What follows belongs to an exercise in optimizing a design on an open flow for a short achievable clock period and few clock cycles; a production flow would make more cautious choices. In this exercise RTL edits were held to simulation tests only and were not proved equivalent to the original. No activity file was given, so power comes from the tool's default toggle rates.

## flow/design.v (module list and top-level ports; edited modules follow where they fit)
// module mulUnit: 1517 lines
// module cpuCore: 254 lines
module cpuCore (
	input wire logic clk,
	input wire logic reset,
	input wire logic icacheReady,
	input wire logic [31:0] icacheInstr,
	output logic [11:0] icacheAddress,
	output logic icacheRequest,
	input wire logic dcacheReady,
	input wire logic [31:0] dcacheReadData,
	output logic [11:0] dcacheAddress,
	output logic dcacheRead,
	output logic dcacheWrite,
	output logic [31:0] dcacheWriteData
);
  // ...
==> flow/flow/run.sh <==
#!/bin/bash
# Standard synthesis and layout. Timing repair aims at a 5.2 ns path instead
# of the 12.5 ns clock: the design's floor is the reset to icacheRequest path
# (2.5 ns input delay + 2.5 ns output delay + its buffers).
set -euo pipefail
bash standard.sh synth > synth.log 2>&1
bash standard.sh finish SETUP_SLACK_MARGIN=7.3 > layout.log 2>&1
==> flow/standard.sh <==
#!/bin/bash
# synth_recipe.tcl (not shown) runs the flow's synth.tcl, then flattens the netlist and writes it again
# the make line also repeats each setting of config.mk as NAME=value (left out here)
make -C /OpenROAD-flow-scripts/flow DESIGN_CONFIG=/design/flow/config.mk WORK_HOME=/design/flow/orfs CLKGATE_MAP_FILE= SYNTH_SCRIPT=/design/flow/synth_recipe.tcl "${@:-finish}"
==> flow/config.mk <==
export PLATFORM = sky130hd
export DESIGN_NAME = cpuCore
export DESIGN_NICKNAME = cpuCore
export VERILOG_FILES = /design/flow/design.v
export SDC_FILE = /design/flow/constraint.sdc
export NUM_CORES = 4
export LEC_CHECK = 0
export ABC_CLOCK_PERIOD_IN_PS = 3000
export CAP_MARGIN = 20
export CORE_MARGIN = 2
export CORE_UTILIZATION = 30
export PLACE_DENSITY = 0.45
export SETUP_SLACK_MARGIN = 5
export SLEW_MARGIN = 20
export SYNTH_MEMORY_MAX_BITS = 65536
export TNS_END_PERCENT = 100
==> flow/constraint.sdc <==
create_clock -name core_clock -period 12.5 [get_ports {clk}]
set_input_delay 2.5000 -clock core_clock [delete_from_list [all_inputs] [get_ports {clk}]]
set_output_delay 2.5000 -clock core_clock [all_outputs]
set_load 0.01 [all_outputs]
==> run summary, run 1 <==
status=no timing/DRC/antenna violations; Core Box Area=between 0.5 and 0.6 mm2; Seq Cell Count=around 2500; unrepaired setup endpoints after global routing=true; sequence of cells on the critical path=buf_16 -> mux2_4 -> mux2i_4 -> o21a_4 -> buf_6 -> buf_12 -> buf_16 -> xnor2_4 -> ha_4 -> o21a_1 -> a211oi_2 -> o21a_1 -> o21ai_4 -> buf_6 -> a311oi_4 -> o32a_1 -> a21oi_2 -> a21oi_1 -> or4b_4 -> nand3_2; top sig layer=met5; Post-DP Area=0.171 mm2; vias per cell=6.06; fraction of area in multi-input gates=~45%; met2 wire length=345000 um; sequential power=around 11 mW; 1st-iter DRT viols=20400; Arr. time, crit path=approximately 6.3 ns; Final Slew Violations=0; Worst-Margin Slew=about 1.3 ns; ClkCell Share=5.39%; metal3 WL=~92000 um; io pins=approximately 130; Critical Path RT=13.42 ns; Top Registers=qMem x1024, rf x992, mul.s1q x167; Flop pwr share=a little under a quarter; worst hold slack=about 0.45 ns; Longest Clk Path Bufs=4; Mean Syn Cell Area=~11 um2; WL/cell=roughly 36 um; clock sink total=~2500; # diodes=33; IR Drop Worst-Case VDD=0.292 mV; R2R setup slack=7.26 ns; CTS resizes=between 600 and 700; worst slack at placement=3.41 ns; largest net degree at the start of global routing=between 150 and 200; routability congestion estimate=approximately 0.95; Max FO, Critical Path=4; # hold bufs at CTS=0; Multi-input gate area=0.0841 mm2; most flop-heavy register=qMem
Testbench counts, summed over its fixed seeds: cycles 8,907.
==> module cpuCore, before the edit <==
module cpuCore (
	input wire logic clk,
	input wire logic reset,
	input wire logic icacheReady,
	input wire logic [31:0] icacheInstr,
	output logic [11:0] icacheAddress,
	output logic icacheRequest,
	input wire logic dcacheReady,
	input wire logic [31:0] dcacheReadData,
	output logic [11:0] dcacheAddress,
	output logic dcacheRead,
	output logic dcacheWrite,
	output logic [31:0] dcacheWriteData
);
	localparam int QD = 32;  
	localparam int QW = 5;
	logic rstQ;
	always_ff @(posedge clk)
		rstQ <= reset;
	logic [11:0] pcQ;
	logic fetchEnQ;
	wire [11:0] pc = rstQ ? 12'd0 : pcQ;
	wire fetchEn = rstQ || fetchEnQ;
	assign icacheAddress = pc;
	assign icacheRequest = !reset;
	wire fetchNow = icacheReady && fetchEn;
	always_ff @(posedge clk)
		pcQ <= fetchNow ? pc + 12'd4 : pc;
	logic [QD-1:0][31:0] qMem;
	logic [QW-1:0] qWpQ, qRpQ;
	logic [QW:0] qCntQ;
	wire [QW-1:0] qWp = rstQ ? '0 : qWpQ;
	wire [QW-1:0] qRp = rstQ ? '0 : qRpQ;
	wire [QW:0] qCnt = rstQ ? '0 : qCntQ;
	logic dValidQ;
	wire dValid = dValidQ && !rstQ;
	logic [31:0] dInstr;
	logic dIssue;
	wire qEmpty = qCnt == '0;
	wire dTake = !dValid || dIssue;
	wire qPop = dTake && (!qEmpty || fetchNow);
	wire [QW:0] qCntNext = qCnt + (fetchNow ? 1'b1 : 1'b0) - (qPop ? 1'b1 : 1'b0);
	always_ff @(posedge clk) begin
		qWpQ <= qWp + (fetchNow ? 1'b1 : 1'b0);
		qRpQ <= qRp + (qPop ? 1'b1 : 1'b0);
		qCntQ <= qCntNext;
		fetchEnQ <= qCntNext <= (QD - 1);
		if (fetchNow)
			qMem[qWp] <= icacheInstr;
	end
	always_ff @(posedge clk) begin
		dValidQ <= dTake ? qPop : dValid;
		if (dTake)
			dInstr <= qEmpty ? icacheInstr : qMem[qRp];
	end
	logic [31:1][31:0] rf;
	logic xValidQ;
	wire xValid = xValidQ && !rstQ;
	logic [4:0] xRd;
	logic xAluWr;  
	logic xIsMul;  
	logic xIsLd;
	logic xIsSt;
	logic xSub, xAdd, xXor, xOr, xAnd, xSll, xSrl, xSra, xSle;
	logic [31:0] xA, xB, xS;
	logic xARx, xARm, xALd;
	logic xBRx, xBRm, xBLd;
	logic xSRx, xSRm, xSLd;
	logic rxValidQ;
	wire rxValid = rxValidQ && !rstQ;
	logic [4:0] rxRd;
	logic [31:0] rxVal;
	logic s2ValidQ;
	wire s2Valid = s2ValidQ && !rstQ;
	logic [4:0] s2Rd;
	logic [31:0] mulP;
	logic rmValidQ;
	wire rmValid = rmValidQ && !rstQ;
	logic [4:0] rmRd;
	logic [31:0] rmVal;
	logic ldPendQ;
	wire ldPend = ldPendQ && !rstQ;
	logic [4:0] ldRd;
	logic ldKill;
	logic xStall;
	logic xDone;
	wire ldWe = ldPend && dcacheReady && !ldKill;
	wire [7:0] dOp = dInstr[7:0];
	wire [4:0] dRd = dInstr[31:27];
	wire [4:0] dRa = dInstr[26:22];
	wire [4:0] dRbF = dInstr[21:17];
	wire [4:0] dSh = dInstr[16:12];
	wire [31:0] dImm = {{18{dInstr[21]}}, dInstr[21:8]};
	wire dIsRR = dOp >= 8'h01 && dOp <= 8'h0A;
	wire dIsMulOp = dOp == 8'h03;
	wire dIsAddi = dOp == 8'h10;
	wire dIsSlli = dOp == 8'h11;
	wire dIsLd = dOp == 8'h20;
	wire dIsSt = dOp == 8'h21;
	wire dRdNz = dRd != 5'd0;
	wire dIsAluW = (dIsRR && !dIsMulOp || dIsAddi || dIsSlli) && dRdNz;
	wire dIsMul = dIsMulOp && dRdNz;
	wire dNop = !(dIsAluW || dIsMul || dIsLd || dIsSt);
	wire dWr = (dIsAluW || dIsMul || dIsLd) && dRdNz;
	wire dUseA = !dNop;
	wire dUseB = dIsRR && dRdNz;
	wire dUseS = dIsSt;
	wire [4:0] dRb = dIsSt ? dRd : dRbF;  
	function automatic logic [31:0] readReg(input logic [4:0] r);
		logic [31:0] v;
		v = '0;
		if (r != 5'd0) begin
			if (rxValid && rxRd == r)
				v = rxVal;
			else if (rmValid && rmRd == r)
				v = rmVal;
			else if (ldWe && ldRd == r)
				v = dcacheReadData;
			else
				v = rf[r];
		end
		readReg = v;
	endfunction
	wire [31:0] dAv = readReg(dRa);
	wire [31:0] dBv = readReg(dRb);
	function automatic logic matchRx(input logic [4:0] r);
		matchRx = r != 5'd0 && xValid && xAluWr && xRd == r;
	endfunction
	function automatic logic matchRm(input logic [4:0] r);
		matchRm = r != 5'd0 && s2Valid && s2Rd == r;
	endfunction
	function automatic logic matchLd(input logic [4:0] r);
		matchLd = r != 5'd0 && ((xValid && xIsLd && xRd == r) ||
			(ldPend && !dcacheReady && !ldKill && ldRd == r));
	endfunction
	function automatic logic matchMulX(input logic [4:0] r);
		matchMulX = r != 5'd0 && xValid && xIsMul && xRd == r;
	endfunction
	wire mulHaz = (dUseA && matchMulX(dRa)) || (dUseB && matchMulX(dRb)) ||
		(dUseS && matchMulX(dRb)) || (dWr && matchMulX(dRd));
	wire dStall = xStall || mulHaz;
	assign dIssue = dValid && (dNop || !dStall);
	wire dToX = dIssue && !dNop;
	wire [31:0] opA = xARx ? rxVal : xARm ? rmVal : xALd ? dcacheReadData : xA;
	wire [31:0] opB = xBRx ? rxVal : xBRm ? rmVal : xBLd ? dcacheReadData : xB;
	wire [31:0] opS = xSRx ? rxVal : xSRm ? rmVal : xSLd ? dcacheReadData : xS;
	wire xWait = ((xIsLd || xIsSt) && ldPend) || xALd || xBLd || xSLd;
	assign xStall = xValid && xWait && !dcacheReady;
	assign xDone = xValid && !xStall;
	wire [31:0] sum = opA + (xSub ? ~opB : opB) + {31'd0, xSub};
	wire [4:0] shamt = opB[4:0];
	wire [31:0] aluRes =
		({32{xAdd | xSub}} & sum) |
		({32{xXor}} & (opA ^ opB)) |
		({32{xOr}} & (opA | opB)) |
		({32{xAnd}} & (opA & opB)) |
		({32{xSll}} & (opA << shamt)) |
		({32{xSrl}} & (opA >> shamt)) |
		({32{xSra}} & 32'($signed(opA) >>> shamt)) |
		({32{xSle}} & {31'd0, opA <= opB});
	always_ff @(posedge clk) begin
		xValidQ <= dToX || (xValid && !xDone);
		if (dToX) begin
			xRd <= dRd;
			xAluWr <= dIsAluW;
			xIsMul <= dIsMul;
			xIsLd <= dIsLd;
			xIsSt <= dIsSt;
			xSub <= dOp == 8'h02;
			xAdd <= dOp == 8'h01 || dIsAddi || dIsLd || dIsSt;
			xXor <= dOp == 8'h04;
			xOr <= dOp == 8'h05;
			xAnd <= dOp == 8'h06;
			xSll <= dOp == 8'h07 || dIsSlli;
			xSra <= dOp == 8'h08;
			xSrl <= dOp == 8'h09;
			xSle <= dOp == 8'h0A;
			xA <= dAv;
			xARx <= matchRx(dRa);
			xARm <= matchRm(dRa);
			xALd <= matchLd(dRa);
			if (dUseB) begin
				xB <= dBv;
				xBRx <= matchRx(dRb);
				xBRm <= matchRm(dRb);
				xBLd <= matchLd(dRb);
			end else begin
				xB <= dIsSlli ? {27'd0, dSh} : dImm;
				xBRx <= 1'b0;
				xBRm <= 1'b0;
				xBLd <= 1'b0;
			end
			xS <= dBv;
			xSRx <= dUseS && matchRx(dRb);
			xSRm <= dUseS && matchRm(dRb);
			xSLd <= dUseS && matchLd(dRb);
		end else if (xStall) begin
			if (!xALd) begin
				xA <= opA;
				xARx <= 1'b0;
				xARm <= 1'b0;
			end
			if (!xBLd) begin
				xB <= opB;
				xBRx <= 1'b0;
				xBRm <= 1'b0;
			end
			if (!xSLd) begin
				xS <= opS;
				xSRx <= 1'b0;
				xSRm <= 1'b0;
			end
		end
	end
	always_ff @(posedge clk) begin
		rxValidQ <= xDone && xAluWr;
		rxRd <= xRd;
		rxVal <= aluRes;
	end
	always_ff @(posedge clk) begin
		s2ValidQ <= xDone && xIsMul;
		rmValidQ <= s2Valid;
		s2Rd <= xRd;
		rmRd <= s2Rd;
		rmVal <= mulP;
	end
	mulUnit mul (.clk(clk), .en(1'b1), .a(opA), .b(opB), .p(mulP));
	logic dcacheWriteQ;
	assign dcacheRead = ldPend;
	assign dcacheWrite = dcacheWriteQ && !rstQ;
	always_ff @(posedge clk) begin
		ldPendQ <= (xDone && xIsLd) || (ldPend && !dcacheReady);
		dcacheWriteQ <= xDone && xIsSt;
		if (!(ldPend && !dcacheReady))
			dcacheAddress <= sum[11:0];
		dcacheWriteData <= opS;
		if (xDone && xIsLd) begin
			ldRd <= xRd;
			ldKill <= xRd == 5'd0 || (dToX && dWr && dRd == xRd);
		end else if (dToX && dWr && dRd == ldRd) begin
			ldKill <= 1'b1;
		end
	end
	always_ff @(posedge clk) begin
		for (int r = 1; r < 32; r++) begin
			if (rxValid && rxRd == r[4:0])
				rf[r] <= rxVal;
			else if (rmValid && rmRd == r[4:0])
				rf[r] <= rmVal;
			else if (ldWe && ldRd == r[4:0])
				rf[r] <= dcacheReadData;
		end
	end
endmodule
==> run 2: changes to the inputs <==
--- a/flow/design.v
+++ b/flow/design.v
@@ -1690,9 +1690,12 @@
 	wire dStall = xStall || mulHaz;
 	assign dIssue = dValid && (dNop || !dStall);
 	wire dToX = dIssue && !dNop;
-	wire [31:0] opA = xARx ? rxVal : xARm ? rmVal : xALd ? dcacheReadData : xA;
-	wire [31:0] opB = xBRx ? rxVal : xBRm ? rmVal : xBLd ? dcacheReadData : xB;
-	wire [31:0] opS = xSRx ? rxVal : xSRm ? rmVal : xSLd ? dcacheReadData : xS;
+	wire [31:0] earlyA = xARx ? rxVal : xARm ? rmVal : xA;
+	wire [31:0] earlyB = xBRx ? rxVal : xBRm ? rmVal : xB;
+	wire [31:0] earlyS = xSRx ? rxVal : xSRm ? rmVal : xS;
+	wire [31:0] opA = xALd ? dcacheReadData : earlyA;
+	wire [31:0] opB = xBLd ? dcacheReadData : earlyB;
+	wire [31:0] opS = xSLd ? dcacheReadData : earlyS;
 	wire xWait = ((xIsLd || xIsSt) && ldPend) || xALd || xBLd || xSLd;
 	assign xStall = xValid && xWait && !dcacheReady;
 	assign xDone = xValid && !xStall;
==> run summary, run 2 <==
Max FO, Critical Path=20 (was 4); setup TNS=0 ns (unchanged); unrepaired setup endpoints after global routing=true (unchanged); final setup vio count=0 (unchanged); Post-Synthesis Cells=14500 (was 15300); fraction of layout instances using a drive strength above 1=23.8% (was 23.6%); Seq. cell area=0.0720 mm2 (about the same); die span in y=739 um (was 738 um); Final Slew Violations=0 (unchanged); die area=0.546 mm2 (was 0.544 mm2); max reg flops=1024 (unchanged); Seq cells post-synth=2499 (unchanged); type of the worst min-delay path=flop to flop (unchanged); PortBufs=126 (unchanged); DRC=0 (unchanged); WL/cell=34.8 um (was 35.6 um); io pins=127 (unchanged); Mapped Area=0.162 mm2 (about the same); syn_nets=15000 (was 15700); clock skew=0.120 ns (was 0.0562 ns); post-synthesis sequential area ratio=44.4% (was 44.5%); grt ovf=0 (unchanged); first-pass GRT wire length=1020000 um (was 1070000 um); vias in the first global route=121000 (was 125000); min Tclk post-route=5.33 ns (was 5.38 ns); synth cell count leaders=2189 x edfxtp_1, 1399 x clkbuf_1, 1384 x nand2_1, 1294 x mux2i_1, 1088 x mux2_2 (was 2189 x edfxtp_1, 1589 x a21oi_1, 1489 x nand2_1, 1462 x nor2_1, 1427 x clkbuf_1); leakage power=65.0 nW (was 66.5 nW); most common cell after layout, fill and taps aside=edfxtp_1 (unchanged); clock sink total=2499 (unchanged); slew margin rel.=11.8% (was 9.97%); total power per unit cell area=240 mW/mm2 (was 248 mW/mm2); Max Freq=0.188 GHz (was 0.186 GHz); CTS H-tree lvls=5 (unchanged); worst hold slack=0.465 ns (was 0.453 ns); max_cap viols=0 (unchanged); Arr. time, crit path=6.25 ns (was 6.30 ns); Worst-Margin Slew=1.31 ns (was 1.34 ns); area grow syn2layout=14.7% (was 16.8%); first drt pass iteration count=10 (was 7); Post-synth EDFFs=2189 (unchanged); Nets=14500 (was 15400); cell at the root of the clock tree=clkbuf_16 (unchanged); Distinct cells, synth=93 (was 100); # hold bufs at CTS=0 (unchanged); most flop-heavy register=qMem (unchanged); vias per cell=6.00 (was 6.06); final hold viol count=0 (unchanged); Routed Antenna Nets=0 (unchanged); Skew-Pair Late Insertion Delay=1.00 ns (was 1.01 ns); HPWL after DPL=451000 um (was 453000 um); # fillers=53600 (was 53200); routability congestion estimate=0.927 (was 0.949); Top Registers=qMem x1024, rf x992, mul.s1q x167 (unchanged); Primary FF master, synth=edfxtp_1 (unchanged); Total Routing Usage GR=26.0% (was 27.8%); dominant cells by area after synthesis=edfxtp_1 41%, mux4_2 10%, mux2i_1 8.0% (was edfxtp_1 41%, mux4_2 9.1%, mux2_2 7.3%); ys async rst share=0% (unchanged); initial antenna violation count=55 (was 49); largest net degree at the start of global routing=128 (was 167); Rows=269 (unchanged); YS warnings=2 (unchanged); Mean Syn Cell Area=11.1 um2 (was 10.6 um2); CP Launch Type=input pin (unchanged); most common cell in the netlist=edfxtp_1 (unchanged); Routed WL=747000 um (was 796000 um); IR Drop Worst-Case VDD=0.793 mV (was 0.292 mV); final worst-path cycle share=42.6% (was 43.0%); crit path kind=input pin to flop (unchanged); Initial Utilization=30.1% (about the same); clock buffer count from CTS=315 (was 322); Core Box Area=0.537 mm2 (was 0.536 mm2); CTS tree=built (unchanged); Multi-input gate area=0.0841 mm2 (about the same); area share of the largest cell type after synthesis=40.6% (was 40.7%); area leader, netlist=edfxtp_1 (unchanged); width of the die=739 um (was 738 um); status=no timing/DRC/antenna violations (unchanged); Vias=129000 (was 136000); Critical Path End Type=flop (unchanged); Longest Clk Path Bufs=4 (unchanged); commonest cells after routing, fill and taps aside=2189 x edfxtp_1, 1339 x nand2_1, 1292 x mux2i_1 (was 2189 x edfxtp_1, 1568 x a21oi_1, 1441 x nand2_1); 1st-iter DRT viols=18400 (was 20400); Critical Path RT=13.42 ns (about the same); Reg clk slew, reported paths=0.07 ns (was 0.06 ns)
[run 2: cell count changes in the layout (fill, tap and decap cells not counted), sizes merged, moves of 40 or more]
| cell | change |
|---|---|
| nand2 | -101 |
| mux2i | +311 |
| a21oi | -510 |
| mux2 | +40 |
| nor2 | -480 |
| o21ai | -168 |
| buf | -175 |
| a22o | -48 |
| mux4 | +80 |
[run 2: repair_timing]
item / 4_1_cts / 5_1_grt
setup endpoints to repair: 255 / 460
gates cloned: 44 / 13
setup buffers: 83 / 40
hold endpoints to repair: 0 / 0
pin swaps: 32 / 20
resized for setup: 424 / 184
[run 2: logic make-up after synthesis]
group | after synthesis | share of synthesized area (%)
DFF | 2499 | 44.4
muxes | 3118 | 25.8
and+or+nand+nor | 3045 | 7.99
buffers and inverters | 2138 | 5.08
xor gates and xnor gates | 227 | 1.24
AOI/OAI and AO/OA | 3105 | 11.5
adders and majority gates | 398 | 3.97
[run 2: cell type report]
| cell class | instances | share of cell area (%) |
|---|---|---|
| Antenna cell | 40 | 0.0539 |
| Multi-Input combinational cell | 9901 | 45.3 |
| Tap cell | 7181 | 4.84 |
| Clock inverter | 161 | 0.698 |
| Inverter | 449 | 0.998 |
| Sequential cell | 2499 | 38.7 |
| Timing Repair Buffer | 823 | 4.76 |
| Clock buffer | 408 | 4.61 |
| Timing Repair inverter | 5 | 0.0175 |
[run 2: critical path, stage by stage]
cell,delay (ns)
clkdlybuf4s18_2,0.30
buf_12,0.21
nand2_1,0.10
o31a_4,0.26
buf_12,0.21
xnor2_1,0.18
ha_1,0.31
a21oi_1,0.16
o211ai_1,0.15
a21oi_2,0.19
o211a_1,0.25
o31ai_4,0.13
a221o_1,0.39
or4b_2,0.64
o21ai_2,0.07
nand2_1,0.06
nand3_1,0.10
[run 2: final timing paths]
kind / end / cells past startpoint / startpoint / slack [ns]
worst min register to register: pcQ[0] / 1 / pcQ[0] / 0.46
worst max-delay path: rxVal[28] / 17 / dcacheReadData[9] / 7.17
worst max register to register: xB[31] / 11 / dInstr[5] / 7.29
worst min-delay path: pcQ[0] / 1 / pcQ[0] / 0.46
[run 2: routing by layer]
metal	wire length (um)	vias to the layer above	GRT usage, %
met5	170	-	0
met4	41400	28	11.9
met3	79400	1619	6.96
met2	316000	7799	38.2
met1	309000	66000	35.8
li1	-	53300	-
[run 2: power breakdown]
group	internal, mW	switching [mW]
logic	8.94	15.6
clock network	5.08	4.02
registers	10.3	0.607
total	24.3	20.2
[run 2: through the flow]
step / instances / utilization [%] / cell area, um2 / worst slack [ns] / power [mW]
after floorplan: 14500 / - / 162000 / -6.74 / 24.5
after global placement: 20700 / 31.9 / 171000 / 4.42 / 33.6
after detailed placement: 20700 / 31.9 / 171000 / 4.57 / 33.8
after CTS: 21400 / 34.3 / 184000 / 7.08 / 43.7
after global routing: 21400 / 34.6 / 186000 / 7.14 / 45.9
final: 21500 / 34.6 / 186000 / 7.17 / 44.5
Testbench counts of run 2, summed over its fixed seeds: cycles 8,907.
==> run 3: changes to the inputs <==
--- a/flow/design.v
+++ b/flow/design.v
@@ -1612,9 +1612,9 @@
 	logic xIsSt;
 	logic xSub, xAdd, xXor, xOr, xAnd, xSll, xSrl, xSra, xSle;
 	logic [31:0] xA, xB, xS;
-	logic xARx, xARm, xALd;
-	logic xBRx, xBRm, xBLd;
-	logic xSRx, xSRm, xSLd;
+	logic xARx, xARm;
+	logic xBRx, xBRm;
+	logic xSRx, xSRm;
 	logic rxValidQ;
 	wire rxValid = rxValidQ && !rstQ;
 	logic [4:0] rxRd;
@@ -1687,16 +1687,15 @@
 	endfunction
 	wire mulHaz = (dUseA && matchMulX(dRa)) || (dUseB && matchMulX(dRb)) ||
 		(dUseS && matchMulX(dRb)) || (dWr && matchMulX(dRd));
-	wire dStall = xStall || mulHaz;
+	wire ldHaz = (dUseA && matchLd(dRa)) || (dUseB && matchLd(dRb)) ||
+		(dUseS && matchLd(dRb));
+	wire dStall = xStall || mulHaz || ldHaz;
 	assign dIssue = dValid && (dNop || !dStall);
 	wire dToX = dIssue && !dNop;
-	wire [31:0] earlyA = xARx ? rxVal : xARm ? rmVal : xA;
-	wire [31:0] earlyB = xBRx ? rxVal : xBRm ? rmVal : xB;
-	wire [31:0] earlyS = xSRx ? rxVal : xSRm ? rmVal : xS;
-	wire [31:0] opA = xALd ? dcacheReadData : earlyA;
-	wire [31:0] opB = xBLd ? dcacheReadData : earlyB;
-	wire [31:0] opS = xSLd ? dcacheReadData : earlyS;
-	wire xWait = ((xIsLd || xIsSt) && ldPend) || xALd || xBLd || xSLd;
+	wire [31:0] opA = xARx ? rxVal : xARm ? rmVal : xA;
+	wire [31:0] opB = xBRx ? rxVal : xBRm ? rmVal : xB;
+	wire [31:0] opS = xSRx ? rxVal : xSRm ? rmVal : xS;
+	wire xWait = (xIsLd || xIsSt) && ldPend;
 	assign xStall = xValid && xWait && !dcacheReady;
 	assign xDone = xValid && !xStall;
 	wire [31:0] sum = opA + (xSub ? ~opB : opB) + {31'd0, xSub};
@@ -1730,38 +1729,28 @@
 			xA <= dAv;
 			xARx <= matchRx(dRa);
 			xARm <= matchRm(dRa);
-			xALd <= matchLd(dRa);
 			if (dUseB) begin
 				xB <= dBv;
 				xBRx <= matchRx(dRb);
 				xBRm <= matchRm(dRb);
-				xBLd <= matchLd(dRb);
 			end else begin
 				xB <= dIsSlli ? {27'd0, dSh} : dImm;
 				xBRx <= 1'b0;
 				xBRm <= 1'b0;
-				xBLd <= 1'b0;
 			end
 			xS <= dBv;
 			xSRx <= dUseS && matchRx(dRb);
 			xSRm <= dUseS && matchRm(dRb);
-			xSLd <= dUseS && matchLd(dRb);
 		end else if (xStall) begin
-			if (!xALd) begin
-				xA <= opA;
-				xARx <= 1'b0;
-				xARm <= 1'b0;
-			end
-			if (!xBLd) begin
-				xB <= opB;
-				xBRx <= 1'b0;
-				xBRm <= 1'b0;
-			end
-			if (!xSLd) begin
-				xS <= opS;
-				xSRx <= 1'b0;
-				xSRm <= 1'b0;
-			end
+			xA <= opA;
+			xARx <= 1'b0;
+			xARm <= 1'b0;
+			xB <= opB;
+			xBRx <= 1'b0;
+			xBRm <= 1'b0;
+			xS <= opS;
+			xSRx <= 1'b0;
+			xSRm <= 1'b0;
 		end
 	end
 	always_ff @(posedge clk) begin
==> run summary, run 3 <==
status=no timing/DRC/antenna violations (unchanged); Rows=269 (unchanged); DRC=0 (unchanged); first drt pass iteration count=7 (was 10); Final Slew Violations=0 (unchanged); Max Freq=0.191 GHz (was 0.188 GHz); post-synthesis sequential area ratio=44.5% (was 44.4%); routability congestion estimate=0.958 (was 0.927); # fillers=53300 (was 53600); Initial Utilization=30.1% (about the same); fraction of layout instances using a drive strength above 1=20.8% (was 23.8%); max_cap viols=0 (unchanged); CTS tree=built (unchanged); clock sink total=2496 (was 2499); first-pass GRT wire length=1020000 um (about the same); HPWL after DPL=445000 um (was 451000 um); ys async rst share=0% (unchanged); initial antenna violation count=52 (was 55); Mean Syn Cell Area=10.7 um2 (was 11.1 um2); unrepaired setup endpoints after global routing=true (unchanged); clock skew=0.118 ns (was 0.120 ns); FF-to-FF Start=dInstr[2] (was dInstr[5]); Critical Path Start=dInstr[2] (was dcacheReadData[9]); Skew-Pair Late Insertion Delay=1.02 ns (was 1.00 ns); cell at the root of the clock tree=clkbuf_16 (unchanged); synth cell count leaders=2186 x edfxtp_1, 1406 x clkbuf_1, 1403 x nand2_1, 1282 x mux2i_1, 1278 x a21oi_1 (was 2189 x edfxtp_1, 1399 x clkbuf_1, 1384 x nand2_1, 1294 x mux2i_1, 1088 x mux2_2); vias in the first global route=122000 (was 121000); leakage power=65.4 nW (was 65.0 nW); largest net degree at the start of global routing=146 (was 128); area leader, netlist=edfxtp_1 (unchanged); IR Drop Worst-Case VDD=0.558 mV (was 0.793 mV); syn_nets=15500 (was 15000); Primary FF master, synth=edfxtp_1 (unchanged); Seq cells post-synth=2496 (was 2499); # hold bufs at CTS=0 (unchanged); Longest Clk Path Bufs=4 (unchanged); PortBufs=126 (unchanged); Worst-Margin Slew=1.34 ns (was 1.31 ns); total power per unit cell area=231 mW/mm2 (was 240 mW/mm2); area share of the largest cell type after synthesis=40.7% (was 40.6%); io pins=127 (unchanged); Reg clk slew, reported paths=0.06 ns (was 0.07 ns); slew margin rel.=9.78% (was 11.8%); Hold Crit Start=pcQ[1] (was pcQ[0]); die area=0.544 mm2 (was 0.546 mm2); Post-Synthesis Cells=15100 (was 14500); Critical Path End Type=flop (unchanged); Nets=14900 (was 14500); Top Registers=qMem x1024, rf x992, mul.s1q x167 (unchanged); Vias=131000 (was 129000); commonest cells after routing, fill and taps aside=2186 x edfxtp_1, 1372 x nand2_1, 1279 x mux2i_1 (was 2189 x edfxtp_1, 1339 x nand2_1, 1292 x mux2i_1); width of the die=737 um (was 739 um); most common cell in the netlist=edfxtp_1 (unchanged); final hold viol count=0 (unchanged); Distinct cells, synth=95 (was 93); final setup margin=7.27 ns (was 7.17 ns); Core Box Area=0.536 mm2 (was 0.537 mm2); CTS H-tree lvls=5 (unchanged); most common cell after layout, fill and taps aside=edfxtp_1 (unchanged); max reg flops=1024 (unchanged); 1st-iter DRT viols=19400 (was 18400); Routed WL=745000 um (was 747000 um); most flop-heavy register=qMem (unchanged); dominant cells by area after synthesis=edfxtp_1 41%, mux2i_1 8.0%, mux2_2 7.7% (was edfxtp_1 41%, mux4_2 10%, mux2i_1 8.0%); CP Launch Type=flop (was input pin); Post-synth EDFFs=2186 (was 2189); fin util=34.0% (was 34.6%); grt ovf=0 (unchanged); final worst-path cycle share=41.8% (was 42.6%); worst slack at placement=5.08 ns (was 4.57 ns); crit path kind=flop to flop (was input pin to flop); type of the worst min-delay path=flop to flop (unchanged); WL/cell=34.1 um (was 34.8 um); Mapped Area=0.161 mm2 (was 0.162 mm2); Arr. time, crit path=5.98 ns (was 6.25 ns); Total Routing Usage GR=26.2% (was 26.0%); Max FO, Critical Path=35 (was 20); die span in y=737 um (was 739 um); setup TNS=0 ns (unchanged); final setup vio count=0 (unchanged); R2R setup slack=7.27 ns (was 7.29 ns); YS warnings=2 (unchanged); vias per cell=6.00 (about the same); area grow syn2layout=13.1% (was 14.7%); min Tclk post-route=5.23 ns (was 5.33 ns); Critical Path RT=13.26 ns (was 13.42 ns); clock buffer count from CTS=316 (was 315); Routed Antenna Nets=0 (unchanged)
-- run 3: metal layers --
layer | wire length, um | vias to the layer above | GRT usage, %
met2 | 318000 | 8242 | 38.9
met1 | 307000 | 66400 | 36.0
met3 | 80100 | 1781 | 6.60
met5 | 173 | - | 0
li1 | - | 54600 | -
met4 | 39700 | 26 | 11.6
-- run 3: final cells by class --
type,count,area [um2],area share [%]
Timing Repair inverter,3,41.3,0.0226
Timing Repair Buffer,737,6710,3.68
Sequential cell,2496,71900,39.4
Clock inverter,143,1390,0.760
Multi-Input combinational cell,10400,83200,45.6
Antenna cell,17,42.5,0.0233
Clock buffer,425,8580,4.70
Tap cell,7181,8980,4.92
Inverter,439,1710,0.935
-- run 3: stage by stage --
| step | instance area (um2) | hold WS [ns] | power (mW) | instances |
|---|---|---|---|---|
| global placement | 171000 | 0.457 | 31.4 | 21200 |
| floorplan | 162000 | 0.329 | 23.4 | 15100 |
| global route | 182000 | 0.474 | 43.5 | 21800 |
| CTS | 182000 | 0.466 | 41.6 | 21800 |
| finish | 183000 | 0.465 | 42.2 | 21800 |
| detailed placement | 171000 | 0.457 | 31.4 | 21200 |
-- run 3: kinds of logic (layout without fill, tap and decap cells) --
| group | Yosys count | in the layout | synth area share [%] |
|---|---|---|---|
| compound gates | 3632 | 3632 | 13.5 |
| other cells | 0 | 17 | 0 |
| buf+inv | 2192 | 1747 | 5.21 |
| xor+xnor | 220 | 220 | 1.19 |
| fa+ha+maj | 398 | 398 | 3.99 |
| flops | 2496 | 2496 | 44.5 |
| mux | 2931 | 2932 | 23.3 |
| simple gates | 3206 | 3209 | 8.32 |
-- run 3: final timing paths --
path / to / depth (start not counted)
worst max register to register: xB[8] / 14
worst min-delay path: pcQ[1] / 1
worst max-delay path: xB[8] / 14
worst min register to register: pcQ[1] / 1
-- run 3: critical path, stage by stage (launching register included) --
cell and delay (ns):
edfxtp_1 0.40, buf_4 0.16, nor4_4 0.27, buf_6 0.17, buf_4 0.13, nand2_4 0.28
inv_4 0.37, mux2_4 0.50, buf_6 0.51, nand2_2 0.54, a21oi_2 0.35, nor4_1 0.12
a311oi_4 0.71, nor3_2 0.12, a221o_1 0.31
-- run 3: timing repair --
| item | 4_1_cts | 5_1_grt |
|---|---|---|
| pin swaps | 13 | 19 |
| endpoints found under the setup margin | 661 | 312 |
| buffers inserted | 30 | 26 |
| resized for setup | 150 | 84 |
| cloned | 15 | 6 |
-- run 3: power breakdown --
part           switching [mW]  internal, mW
Clock                    3.97          5.22
Combinational            14.2          7.80
Sequential              0.684          10.3
Total                    18.8          23.3
Testbench counts of run 3, summed over its fixed seeds: cycles 9,094.

==> re-timing with driven ports <==
In the flow no input, the clock included, has a driving cell. The finished layouts below were timed again as built, in two steps.
Step 1 (the two cells are an assumption about what drives the block):
set clk [get_ports {clk}]
set_driving_cell -lib_cell sky130_fd_sc_hd__clkbuf_16 $clk
set_driving_cell -lib_cell sky130_fd_sc_hd__buf_2 [delete_from_list [all_inputs] $clk]
Step 2, shift: input delay + t, output delay - t, t = (earliest + latest rising clock arrival at the registers) / 2. This alone moves slack from input paths to output paths.
a / b / c = no drivers / after step 1 / after step 2; a / b = the first two.
run	shift t [ns]	slack for setup (ns)	worst slew at a driven data input, ns
run 1	1.099	7.122 / 7.050 / 5.951	0.38
run 2	1.055	7.173 / 7.113 / 6.058	0.32
run 3	1.075	7.271 / 7.247 / 6.371	0.29
After both steps every run listed still meets setup and hold. For run 1, which loses most, drivers alone change the setup slack by -0.072 ns; drivers and shift together by -1.171 ns.
